Background: an optimization exercise with open tools, aiming at small area, a short achievable clock period and few clock cycles. Do not read the settings as production practice. The RTL was checked by simulation tests, not by an equivalence proof against the original design. No activity file was given, so power comes from the tool's default toggle rates.

==> design/flow/design.v <==
module transpose_pingpong #(
  parameter  int VALUE_WIDTH     = 17,
  parameter  int N               = 8,
  localparam int AXIS_DATA_WIDTH = 8 * ((VALUE_WIDTH - 1) / 8 + 1)
) (
  input  logic                       i_clk,
  input  logic                       i_aresetn,
  input  logic                       i_axis_TVALID,
  output logic                       o_axis_TREADY,
  input  logic [AXIS_DATA_WIDTH-1:0] i_axis_TDATA,
  input  logic                       i_axis_TLAST,
  output logic                       o_axis_TVALID,
  input  logic                       i_axis_TREADY,
  output logic [AXIS_DATA_WIDTH-1:0] o_axis_TDATA,
  output logic                       o_axis_TLAST,
  output logic                       o_tlast_err
);
  localparam int DEPTH = N * N;
  localparam int CW    = $clog2(N);
  localparam int AW    = $clog2(DEPTH);
  logic signed [VALUE_WIDTH-1:0] bank [2][DEPTH];
  logic [1:0]    full;
  logic          wr_sel;
  logic          rd_sel;
  logic [CW-1:0] wr_r;
  logic [CW-1:0] wr_c;
  logic [CW-1:0] rd_r;
  logic [CW-1:0] rd_c;
  logic [AW-1:0] wr_addr;
  logic [AW-1:0] rd_addr;
  logic          accept;
  logic          wr_last;
  logic          load;
  logic          rd_last;
  logic          pad_unused;
  logic signed [VALUE_WIDTH-1:0] in_value;
  logic signed [VALUE_WIDTH-1:0] rd_value_p0;
  function automatic logic signed [AXIS_DATA_WIDTH-1:0] sign_extend(
    input logic signed [VALUE_WIDTH-1:0] v
  );
    sign_extend = v;
  endfunction
  assign pad_unused = ^i_axis_TDATA;
  assign in_value   = signed'(i_axis_TDATA[VALUE_WIDTH-1:0]);
  assign o_axis_TREADY = !full[wr_sel];
  assign accept        = i_axis_TVALID && o_axis_TREADY;
  assign wr_last       = (wr_r == CW'(N - 1)) && (wr_c == CW'(N - 1));
  assign wr_addr       = AW'(wr_r) * AW'(N) + AW'(wr_c);
  assign load        = full[rd_sel] && (!o_axis_TVALID || i_axis_TREADY);
  assign rd_last     = (rd_r == CW'(N - 1)) && (rd_c == CW'(N - 1));
  assign rd_addr     = AW'(rd_r) * AW'(N) + AW'(rd_c);
  assign rd_value_p0 = bank[rd_sel][rd_addr];
  always_ff @(posedge i_clk) begin
    if (accept) begin
      bank[wr_sel][wr_addr] <= in_value;
    end
  end
  always_ff @(posedge i_clk or negedge i_aresetn) begin
    if (!i_aresetn) begin
      wr_r        <= '0;
      wr_c        <= '0;
      wr_sel      <= 1'b0;
      o_tlast_err <= 1'b0;
    end else begin
      o_tlast_err <= accept && (i_axis_TLAST != wr_last);
      if (accept) begin
        if (wr_last) begin
          wr_r   <= '0;
          wr_c   <= '0;
          wr_sel <= ~wr_sel;
        end else if (wr_c == CW'(N - 1)) begin
          wr_c <= '0;
          wr_r <= wr_r + 1'b1;
        end else begin
          wr_c <= wr_c + 1'b1;
        end
      end
    end
  end
  always_ff @(posedge i_clk or negedge i_aresetn) begin
    if (!i_aresetn) begin
      full <= '0;
    end else begin
      if (load && rd_last) begin
        full[rd_sel] <= 1'b0;
      end
      if (accept && wr_last) begin
        full[wr_sel] <= 1'b1;
      end
    end
  end
  always_ff @(posedge i_clk or negedge i_aresetn) begin
    if (!i_aresetn) begin
      rd_r          <= '0;
      rd_c          <= '0;
      rd_sel        <= 1'b0;
      o_axis_TVALID <= 1'b0;
      o_axis_TDATA  <= '0;
      o_axis_TLAST  <= 1'b0;
    end else if (load) begin
      o_axis_TVALID <= 1'b1;
      o_axis_TDATA  <= sign_extend(rd_value_p0);
      o_axis_TLAST  <= rd_last;
      if (rd_last) begin
        rd_r   <= '0;
        rd_c   <= '0;
        rd_sel <= ~rd_sel;
      end else if (rd_r == CW'(N - 1)) begin
        rd_r <= '0;
        rd_c <= rd_c + 1'b1;
      end else begin
        rd_r <= rd_r + 1'b1;
      end
    end else if (i_axis_TREADY) begin
      o_axis_TVALID <= 1'b0;
      o_axis_TLAST  <= 1'b0;
    end
  end
endmodule
==> design/flow/run.sh <==
#!/bin/bash
# synth_recipe.tcl (not shown) runs the flow's synth.tcl, then flattens the netlist and writes it again
# the make line also repeats each setting of config.mk as NAME=value (left out here)
make -C /OpenROAD-flow-scripts/flow DESIGN_CONFIG=/design/flow/config.mk WORK_HOME=/design/flow/orfs CLKGATE_MAP_FILE= SYNTH_SCRIPT=/design/flow/synth_recipe.tcl finish
==> design/flow/config.mk <==
export PLATFORM = sky130hd
export DESIGN_NAME = transpose_pingpong
export DESIGN_NICKNAME = transpose_pingpong
export VERILOG_FILES = /design/flow/design.v
export SDC_FILE = /design/flow/constraint.sdc
export NUM_CORES = 4
export LEC_CHECK = 0
export CAP_MARGIN = 20
export CORE_MARGIN = 2
export CORE_UTILIZATION = 40
export PLACE_DENSITY = 0.6
export SLEW_MARGIN = 20
==> design/flow/constraint.sdc <==
create_clock -name core_clock -period 4.0 [get_ports {i_clk}]
set_input_delay 0.8000 -clock core_clock [delete_from_list [all_inputs] [get_ports {i_clk}]]
set_output_delay 0.8000 -clock core_clock [all_outputs]
set_load 0.01 [all_outputs]
==> run_results.csv <==
group,metric,value,unit
status,run_status,"complete, no violations",
pwr,total_power,0.0468,W
synth,synthesis.instances,4056,
synth,synthesis.nets,4096,
timing,setup_slack,0.364,ns
place,gp_congestion,0.870,
timing,skew,0.0232,ns
worst_setup_path,timing.setup.critical_path_class,"flip-flop to flip-flop",
drt,dr_wl_met3,15.0,mm
drt,detail_route.vias_per_cell,5.66,
final_layout,final_standard_cell_area_without_fillers,98000,um2
synth,synth_largest_area_cell,"sky130_fd_sc_hd__edfxtp_1",
drt,drc,0,
drt,drtAntennaViolNets,0,
drt,m1WireLength,90.3,mm
grt,grt_overflow_total,0,
pwr,vdd.ir_drop.worst,0.478,mV
final_layout,footprint_of_the_flip_flops_and_latches,66300,um2
synth,synth.most_common_cell,"sky130_fd_sc_hd__edfxtp_1",
place,placed_cells_incl_taps,7016,
place,place_hpwl,130,mm
timing,worst_pin_slew,1.15,ns
drt,routed-wl-met2,103,mm
final_layout,multi_input_comb_area,18200,um2
synth,main_flop_type_after_synthesis,"sky130_fd_sc_hd__edfxtp_1",
clock_network,clk_latency,0.86,ns
synth,yosysTopAreaCellShare,0.763,
die,chipHeight,467,um
synth,syn_avg_cell_area,21.1,um2
grt,grt_pass1_vias,41600,
place,detailedPlace.worstSlack,0.473,ns
pwr,power.density_cell_area,477,nW/um2
grt,pin_count_of_the_biggest_net_entering_global_routing,129,
drt,topRoutingLayerUsed,"met5",
worst_setup_path,critPathArrivalTime,4.37,ns
clock_network,number_of_buffers_created_by_cts,218,
timing,min_period_over_period,0.909,
timing,layout_min_cycle_time,3.64,ns
clock_network,max-clock-path-buffers,3,
worst_setup_path,worst-endpoint-required,4.73,ns
job,max_cap_viol_count,0,
place,placed_cell_area,91400,um2
timing,timing_max_transition_violations_final,0,
die,core-area,213000,um2
grt,grt_first_pass_wirelength,305,mm
final_layout,ratio_of_cells_with_drive_above_1_in_the_final_layout,0.267,
final_layout,syn2layout_area_growth,14.4,%
timing,grt_setup_unrepaired,"no",
die,starting_density_of_the_core,0.403,
clock_network,cts_root_buf,"sky130_fd_sc_hd__clkbuf_16",
worst_setup_path,timing.critical_path.fanout_max,38,
worst_setup_path,worstSetupEndpointType,"flip-flop",
final_layout,num-fill-cells,17600,
grt,number_of_antenna_violations_at_the_first_check_in_global_routing,4,
place,port_buffers,49,
die,rows,169,
clock_network,cts_tree,"done",
clock_network,path_clk_slew,0.06,ns
clock_network,clock-sinks,2212,
drt,drtIter0Drc,4542,
synth,count_of_different_cell_masters_after_synthesis,45,
timing,timing.fmax,275,MHz
drt,dr_total_vias,42000,
final_layout,nNetsFinal,4457,
timing,finalSetupViolCount,0,
final_layout,final-instance-count-excl-fill,7414,
grt,track_usage,0.196,
timing,finalHoldViolCount,0,
synth,synth_enable_flop_cells,2176,
pwr,power.leakage,29.4,nW
timing,setup-tns-final,0,ns
drt,drt_first_pass_iters,5,
synth,flops_latches_synth,2212,
die,dieWidth,467,um
drt,wirelength,215,mm
hold_path,timing.hold.worst.class,"input port to flip-flop",
timing,timing.max_slew.rel_slack,0.232,
synth,synth_area_leaders,"sky130_fd_sc_hd__edfxtp_1 (76%), sky130_fd_sc_hd__mux4_2 (11%), sky130_fd_sc_hd__mux2i_1 (3.9%)",
synth,ys_async_sr_fraction,0.0163,
synth,yosysWarningCount,1,
synth,synth.cell_area,85700,um2
drt,route.detailed.wl_per_inst,29.0,um
worst_setup_path,critical_path_start_type,"flip-flop",
die,die_area,218000,um2
die,design.portCount,57,
synth,synth_top_cells_by_count,"sky130_fd_sc_hd__edfxtp_1 (2176), sky130_fd_sc_hd__mux4_2 (407), sky130_fd_sc_hd__mux2i_1 (337)",
clock_network,htree_levels,4,
synth,synth_seq_area_share,0.773,
## per-stage QoR
step | util | hold WS [ns]
floorplan | - | 0.474
global placement | 0.430 | 0.517
detailed placement | 0.430 | 0.526
CTS | 0.461 | 0.116
global route | 0.461 | 0.353
finish | 0.461 | 0.383
## path summary, 6_finish.rpt
kind	start	end	slack (ns)	cells after the start
setup / recovery	rd_c[2]	o_axis_TDATA[10]	0.36	8
hold / removal	i_axis_TDATA[1]	bank[71][1]	0.38	1
setup reg to reg	rd_c[2]	o_axis_TDATA[10]	0.36	8
hold reg to reg	full[0]	wr_sel	0.55	1
max in group asynchronous	i_aresetn	rd_r[0]	3.00	2
min in group asynchronous	i_aresetn	o_tlast_err	0.50	2
## where the power goes
group / internal (W) / switching (W) / total [W]
registers: 0.0258 / 0.000122 / 0.0259
logic: 0.000397 / 0.00133 / 0.00173
clock network: 0.0106 / 0.00859 / 0.0191
## cells by family (layout without fill, tap and decap cells)
kind of cell | after synthesis | in the layout | synth area share
AO/OA/AOI/OAI | 385 | 385 | 0.0302
AND/OR/NAND/NOR | 365 | 365 | 0.0188
XOR/XNOR | 2 | 2 | 0.000205
flip-flops | 2212 | 2212 | 0.773
other | 0 | 3 | 0
adder cells (fa/ha/maj) | 11 | 11 | 0.00161
multiplexers | 840 | 840 | 0.159
buffers and inverters | 241 | 775 | 0.0170
## layout by cell type (no fill, tap or decap), types with 6 or more instances in the layout
| cell | count |
|---|---|
| sky130_fd_sc_hd__o31ai_1 | 12 |
| sky130_fd_sc_hd__ha_1 | 11 |
| sky130_fd_sc_hd__or3_1 | 6 |
| sky130_fd_sc_hd__a21oi_1 | 53 |
| sky130_fd_sc_hd__mux2i_1 | 337 |
| sky130_fd_sc_hd__a211oi_1 | 10 |
| sky130_fd_sc_hd__o2111ai_1 | 12 |
| sky130_fd_sc_hd__a221oi_1 | 22 |
| sky130_fd_sc_hd__edfxtp_1 | 2176 |
| sky130_fd_sc_hd__o21ai_0 | 41 |
| sky130_fd_sc_hd__or4_1 | 12 |
| sky130_fd_sc_hd__clkbuf_16 | 221 |
| sky130_fd_sc_hd__nand3_1 | 10 |
| sky130_fd_sc_hd__mux4_2 | 407 |
| sky130_fd_sc_hd__nor2_1 | 73 |
| sky130_fd_sc_hd__clkinvlp_4 | 7 |
| sky130_fd_sc_hd__mux2_2 | 96 |
| sky130_fd_sc_hd__buf_4 | 303 |
| sky130_fd_sc_hd__bufinv_16 | 7 |
| sky130_fd_sc_hd__o221ai_1 | 29 |
| sky130_fd_sc_hd__clkinv_1 | 60 |
| sky130_fd_sc_hd__nor3_1 | 31 |
| sky130_fd_sc_hd__nor2_2 | 74 |
| sky130_fd_sc_hd__buf_12 | 40 |
| sky130_fd_sc_hd__clkdlybuf4s50_1 | 31 |
| sky130_fd_sc_hd__o21ai_1 | 10 |
| sky130_fd_sc_hd__nor4_1 | 22 |
| sky130_fd_sc_hd__clkinv_2 | 39 |
| sky130_fd_sc_hd__nand2_1 | 106 |
| sky130_fd_sc_hd__a22oi_1 | 70 |
| sky130_fd_sc_hd__dfrtp_1 | 32 |
| sky130_fd_sc_hd__clkbuf_1 | 47 |
| sky130_fd_sc_hd__nor2b_1 | 11 |
| sky130_fd_sc_hd__o22ai_1 | 106 |
## layer usage
layer	track usage	vias to the layer above
met5	0	-
met4	0.0633	2
met3	0.0328	286
met2	0.313	1614
met1	0.274	22400
li1	-	17700
## worst max-delay path, cell delays in order, from the launching register on
cell and delay [ns]:
sky130_fd_sc_hd__dfrtp_4 0.69, sky130_fd_sc_hd__buf_12 0.30, sky130_fd_sc_hd__buf_4 0.36, sky130_fd_sc_hd__mux4_2 0.35
sky130_fd_sc_hd__a22oi_1 0.29, sky130_fd_sc_hd__a21oi_1 0.19, sky130_fd_sc_hd__a211oi_1 0.68, sky130_fd_sc_hd__nor3_1 0.27
sky130_fd_sc_hd__a221o_1 0.34
## final cells by class
class / count / area share
Multi-Input combinational cell: 1603 / 0.186
Timing Repair Buffer: 376 / 0.0349
Tap cell: 2821 / 0.0360
Clock inverter: 124 / 0.00891
Clock buffer: 269 / 0.0584
Sequential cell: 2212 / 0.676
Inverter: 6 / 0.000230
Antenna cell: 3 / 0.0000766
## registers in the layout, summed over array words and instances, names as in the netlist
signal         count
o_axis_TDATA      17
o_axis_TLAST       1
wr_c               3
rd_sel             1
wr_sel             1
full               2
wr_r               3
rd_r               3
o_tlast_err        1
bank            2176
o_axis_TVALID      1
rd_c               3
## timing repair
item	in CTS	in global routing
gates resized for setup	0	0
buffers inserted	0	0
hold buffers	0	1
endpoints found under the hold margin	0	36
Testbench counts, summed over its fixed seeds: cycles 16,904.

afterwards: timing with drivers on the ports:
Ports are ideal in the flow. The routed layout listed here was re-timed in OpenROAD.
Step 1, drivers: a clkbuf_16 drives i_clk and a buf_2 each remaining input, both assumed.
Step 2 adds t to the input delays and takes it off the output delays; t is the mean of the earliest and latest rising clock arrival at the registers after step 1. Input paths then give back, and output paths get back, about the clock's delay inside the block.
Slacks: no drivers / after step 1 / after step 2; pairs: no drivers / after step 1.
shift t [ns]: 0.946
setup slack, ns: 0.364 / 0.364 / 0.364
worst hold slack (ns): 0.383 / 0.324 / 0.548
latest minus earliest clock arrival (ns): 0.035 / 0.035
worst data-port slew with drivers (ns): 0.10
After both steps setup and hold are still met in this run. For this run, drivers alone change the setup slack by 0.000 ns; drivers and shift together by 0.000 ns.
